From an optimization exercise on the open Yosys and OpenROAD flow, aimed at a short achievable clock period and few clock cycles per item; shortcuts taken in it are not production practice. Only simulation tests tie the RTL to the original design; equivalence was not proved. Power and IR drop assume default switching activity.

==> inputs of branch violet <==
==> flow/design.v (excerpt) <==
module core_issue_top (
    input  logic                   clk,
    input  logic                   rst,
    input  logic                   instr_valid,
    input  logic [31:0]            instr_word,
    input  logic                   flush,
    output logic                   stall,
    output logic                   wb_valid,
    output logic [5-1:0] wb_rd,
    output logic [32-1:0]       wb_data
);
clock: 7.0 ns
lec_check: 0
abc_clock_period_in_ps: 2500
cap_margin: 20
core_margin: 2
core_utilization: 55
cts_cluster_diameter: 80
cts_cluster_size: 30
place_density: 0.68
setup_slack_margin: 4.4
slew_margin: 20
run.sh (not shown) runs the stock make flow with config.mk's settings and CLKGATE_MAP_FILE= SYNTH_SCRIPT=/design/flow/synth_recipe.tcl, a recipe that flattens the netlist after the stock synthesis.
==> inputs of branch cedar, as changes to branch violet <==
--- a/flow/design.v
+++ b/flow/design.v
@@ -145,34 +145,64 @@
     logic [32-1:0]       p2_res;
     logic                   wi_v;
     logic [5-1:0] wi_rd;
     logic [32-1:0]       wi_data;
     logic [32-1:0]       a_q, b_q, ma_q, mb_q;
     logic                   o_add, o_sub, o_and, o_or, o_xor;
-    logic [32-1:0]       alu_out, mul_out, p2_fwd;
+    logic [32-1:0]       alu_out, mul_out;
     logic                   div_pend, div_ready, div_take;
     logic [5-1:0] div_rd;
     logic [32-1:0]       div_res;
     logic s1_e1, s1_p2, s1_wb, s2_e1, s2_p2, s2_wb;
-    logic [32-1:0] rf1, rf2, oth1, oth2, val1, opb;
+    logic [32-1:0] rf1, rf2, imm_x;
+    logic f1_e1, f1_pm, f1_pa, f1_wb, f1_rf;
+    logic f2_e1, f2_pm, f2_pa, f2_wb, f2_rf, f2_im;
     logic rdy1, rdy2, waw, fire, div_block;
-    logic [32-1:0] imm_x;
     assign s1_e1 = e1_v && (e1_rd == h.rs1);
     assign s1_p2 = p2_v && (p2_rd == h.rs1);
     assign s1_wb = wi_v && (wi_rd == h.rs1);
     assign s2_e1 = e1_v && (e1_rd == h.rs2);
     assign s2_p2 = p2_v && (p2_rd == h.rs2);
     assign s2_wb = wi_v && (wi_rd == h.rs2);
-    assign rf1 = (h.rs1 == '0) ? '0 : rf[h.rs1];
-    assign rf2 = (h.rs2 == '0) ? '0 : rf[h.rs2];
+    assign rf1   = (h.rs1 == '0) ? '0 : rf[h.rs1];
+    assign rf2   = (h.rs2 == '0) ? '0 : rf[h.rs2];
     assign imm_x = {{(32-12){h.imm[11]}}, h.imm};
-    assign p2_fwd = p2_mul ? mul_out : p2_res;
-    assign oth1 = s1_p2 ? p2_fwd : s1_wb ? wi_data : rf1;
-    assign oth2 = h.use_imm ? imm_x : s2_p2 ? p2_fwd : s2_wb ? wi_data : rf2;
-    assign val1 = s1_e1 ? alu_out : oth1;
-    assign opb  = s2_e1 ? alu_out : oth2;
+    assign f1_e1 = s1_e1;
+    assign f1_pm = !s1_e1 && s1_p2 && p2_mul;
+    assign f1_pa = !s1_e1 && s1_p2 && !p2_mul;
+    assign f1_wb = !s1_e1 && !s1_p2 && s1_wb;
+    assign f1_rf = !s1_e1 && !s1_p2 && !s1_wb;
+    assign f2_e1 = s2_e1;
+    assign f2_pm = !s2_e1 && s2_p2 && p2_mul;
+    assign f2_pa = !s2_e1 && s2_p2 && !p2_mul;
+    assign f2_wb = !s2_e1 && !s2_p2 && s2_wb;
+    assign f2_rf = !s2_e1 && !s2_p2 && !s2_wb && !h.use_imm;
+    assign f2_im = h.use_imm;
+    function automatic logic [32-1:0] pick(
+        input logic g, input logic e1, input logic pm, input logic pa,
+        input logic wb, input logic rfs, input logic im,
+        input logic [32-1:0] v_e1, input logic [32-1:0] v_pm,
+        input logic [32-1:0] v_pa, input logic [32-1:0] v_wb,
+        input logic [32-1:0] v_rf, input logic [32-1:0] v_im);
+        pick = ({32{g && e1}} & v_e1) | ({32{g && pm}} & v_pm) |
+               ({32{g && pa}} & v_pa) | ({32{g && wb}} & v_wb) |
+               ({32{g && rfs}} & v_rf) | ({32{g && im}} & v_im);
+    endfunction
+    logic [32-1:0] val1, opb, m_a, m_b, d_a, d_b;
+    assign val1 = pick(1'b1, f1_e1, f1_pm, f1_pa, f1_wb, f1_rf, 1'b0,
+                       alu_out, mul_out, p2_res, wi_data, rf1, imm_x);
+    assign opb  = pick(1'b1, f2_e1, f2_pm, f2_pa, f2_wb, f2_rf, f2_im,
+                       alu_out, mul_out, p2_res, wi_data, rf2, imm_x);
+    assign m_a  = pick(h.is_mul, f1_e1, f1_pm, f1_pa, f1_wb, f1_rf, 1'b0,
+                       alu_out, mul_out, p2_res, wi_data, rf1, imm_x);
+    assign m_b  = pick(h.is_mul, f2_e1, f2_pm, f2_pa, f2_wb, f2_rf, f2_im,
+                       alu_out, mul_out, p2_res, wi_data, rf2, imm_x);
+    assign d_a  = pick(h.is_div, f1_e1, f1_pm, f1_pa, f1_wb, f1_rf, 1'b0,
+                       alu_out, mul_out, p2_res, wi_data, rf1, imm_x);
+    assign d_b  = pick(h.is_div, f2_e1, f2_pm, f2_pa, f2_wb, f2_rf, f2_im,
+                       alu_out, mul_out, p2_res, wi_data, rf2, imm_x);
     assign rdy1 = !(div_pend && (div_rd == h.rs1)) && !(s1_e1 && e1_mul);
     assign rdy2 = !(div_pend && (div_rd == h.rs2)) && !(s2_e1 && e1_mul);
     assign waw  = div_pend && (div_rd == h.rd);
     assign div_block = div_ready && e1_v && p2_v;
     assign fire = head_valid && rdy1 && rdy2 && !waw && !(h.is_div && div_pend) && !div_block;
     assign iq_pop = fire;
@@ -192,14 +222,14 @@
         o_sub  <= h.op_sub;
         o_and  <= h.op_and;
         o_or   <= h.op_or;
         o_xor  <= h.op_xor;
         a_q    <= val1;
         b_q    <= opb;
-        ma_q   <= val1 & {32{h.is_mul}};
-        mb_q   <= opb & {32{h.is_mul}};
+        ma_q   <= m_a;
+        mb_q   <= m_b;
         p2_mul <= e1_mul;
         p2_rd  <= e1_rd;
         p2_res <= alu_out;
     end
     logic [32-1:0] sum, dif;
     logic             sum_c, dif_c;
@@ -215,14 +245,14 @@
         .y   (mul_out)
     );
     div_unit u_div (
         .clk    (clk),
         .rst    (rst),
         .start  (fire && h.is_div),
-        .a      (val1),
-        .b      (opb),
+        .a      (d_a),
+        .b      (d_b),
         .rd     (h.rd),
         .is_rem (h.is_rem),
         .take   (div_take),
         .pend   (div_pend),
         .ready  (div_ready),
         .rd_q   (div_rd),
@@ -231,20 +261,22 @@
     logic                   wn_v;
     logic [5-1:0] wn_rd;
     logic [32-1:0]       wn_data;
     assign div_take = div_ready && !p2_v;
     assign wn_v     = p2_v || div_ready;
     assign wn_rd    = p2_v ? p2_rd : div_rd;
-    assign wn_data  = p2_v ? p2_fwd : div_res;
+    assign wn_data  = ({32{p2_v && p2_mul}} & mul_out) | ({32{p2_v && !p2_mul}} & p2_res) |
+                      ({32{!p2_v}} & div_res);
     always_ff @(posedge clk) begin
         if (rst)
             wb_valid <= 1'b0;
         else
             wb_valid <= wn_v;
-        wb_rd   <= wn_v ? wn_rd : '0;
-        wb_data <= wn_v ? wn_data : '0;
+        wb_rd   <= ({5{p2_v}} & p2_rd) | ({5{!p2_v && div_ready}} & div_rd);
+        wb_data <= ({32{p2_v && p2_mul}} & mul_out) | ({32{p2_v && !p2_mul}} & p2_res) |
+                   ({32{!p2_v && div_ready}} & div_res);
     end
     always_ff @(posedge clk) begin
         wi_v    <= wn_v;
         wi_rd   <= wn_rd;
         wi_data <= wn_data;
     end
@@ -395,14 +427,14 @@
             end
             if (take)
                 ready <= 1'b0;
         end
     end
     always_ff @(posedge clk) begin
-        ga <= a & {32{start}};
-        gb <= b & {32{start}};
+        ga <= a;
+        gb <= b;
         if (start) begin
             drem <= is_rem;
             rd_q <= rd;
         end
         if (s_set1) begin
             da   <= ga;
--- a/flow/config.mk
+++ b/flow/config.mk
@@ -11,6 +11,7 @@
 export CORE_UTILIZATION = 55
 export CTS_CLUSTER_DIAMETER = 80
 export CTS_CLUSTER_SIZE = 30
 export PLACE_DENSITY = 0.68
 export SETUP_SLACK_MARGIN = 4.4
 export SLEW_MARGIN = 20
+export TNS_END_PERCENT = 20
==> summary of the runs <==
In combinational power, branch violet is at 14 times the value of branch cedar.
Against branch cedar, the synthesized cell count of branch violet is higher by 2.1%.
Against branch violet, the wire length of branch cedar is lower by about 8%.
Branch violet finished with timing, DRC and antenna clean. Branch cedar finished with timing, DRC and antenna clean.
Against branch cedar, the hold slack of branch violet is worse by 0.0017 ns.
In branch cedar the first-iteration DRC count is smaller than in branch violet, by 11%.
In branch violet the maximum frequency is lower than in branch cedar, by about 2.2%.
Of branch cedar and branch violet, branch violet has the higher global-route usage (gap 2.8 points).
Against branch violet, the worst setup slack of branch cedar is higher by 0.080 ns.
Against branch violet, the utilization of branch cedar is lower by 3.3 points.
Against branch violet, the via count of branch cedar is lower by 4.5%.
==> figures <==
metric                                                         branch cedar         branch violet
Run status                                 no timing/DRC/antenna violations  no timing/DRC/antenna violations
Met1 usage in global routing                                          0.470                 0.510
Gates resized, CTS repair                                              1099                  1815
Max stage delay on crit path                                        0.41 ns               0.43 ns
Starting density of the core                                          0.553                 0.552
Die Area                                                         0.215 mm^2            0.216 mm^2
Buffering overhead                                                   0.0749                0.0999
Worst setup endpoint                                    u_issue.u_div.r[29]  u_issue.u_div.gb[31]
Vertical die dimension                                               463 um                465 um
Switching Share                                                       0.271                 0.455
Worst setup margin                                                  3.41 ns               3.33 ns
Detailed-placement wirelength estimate                            247000 um             261000 um
Yosys top cell area share                                             0.397                 0.395
Leak                                                                48.5 nW               52.4 nW
First-pass iteration count of the detailed router                        11                    13
Total area of multi-input combinational cells                   0.0622 mm^2           0.0657 mm^2
Met2 wire length                                                  189000 um             201000 um
Proportion of layout cells with a drive suffix above 1                0.299                 0.356
Sequential Power Share                                                0.534                 0.237
Pin count of the biggest net entering global routing                    165                    69
Pwr Total                                                           24.0 mW               67.6 mW
Testbench counts of branch violet, summed over its fixed seeds: cycles 17,123, instrs 16,000.
Testbench counts of branch cedar, summed over its fixed seeds: cycles 17,123, instrs 16,000.

## port drivers added, routing unchanged
How much do the figures lean on ideal ports? The routed layouts below were timed once more, with nothing changed but the port constraints.
Step 1, drivers: a clkbuf_16 drives clk and a buf_2 each remaining input, both assumed.
Step 2 moves the port delays by t, midway between the first and last clock arrival at a register: inputs arrive t later, outputs are due t later. That takes back most of the time a late clock gives input paths.
Slacks: ideal / step 1 / step 2; pairs: ideal / step 1.
| run | t (ns) | setup slack, ns | worst slew at a driven data input, ns | cell pins on the clock port's net |
|---|---|---|---|---|
| branch violet | 0.919 | 3.333 / 3.333 / 3.095 | 0.06 | 1 |
| branch cedar | 0.924 | 3.414 / 3.414 / 3.174 | 0.04 | 1 |
After both steps setup and hold are still met in every run listed. For branch cedar, which loses most, drivers alone change the setup slack by 0.000 ns; drivers and shift together by -0.240 ns.
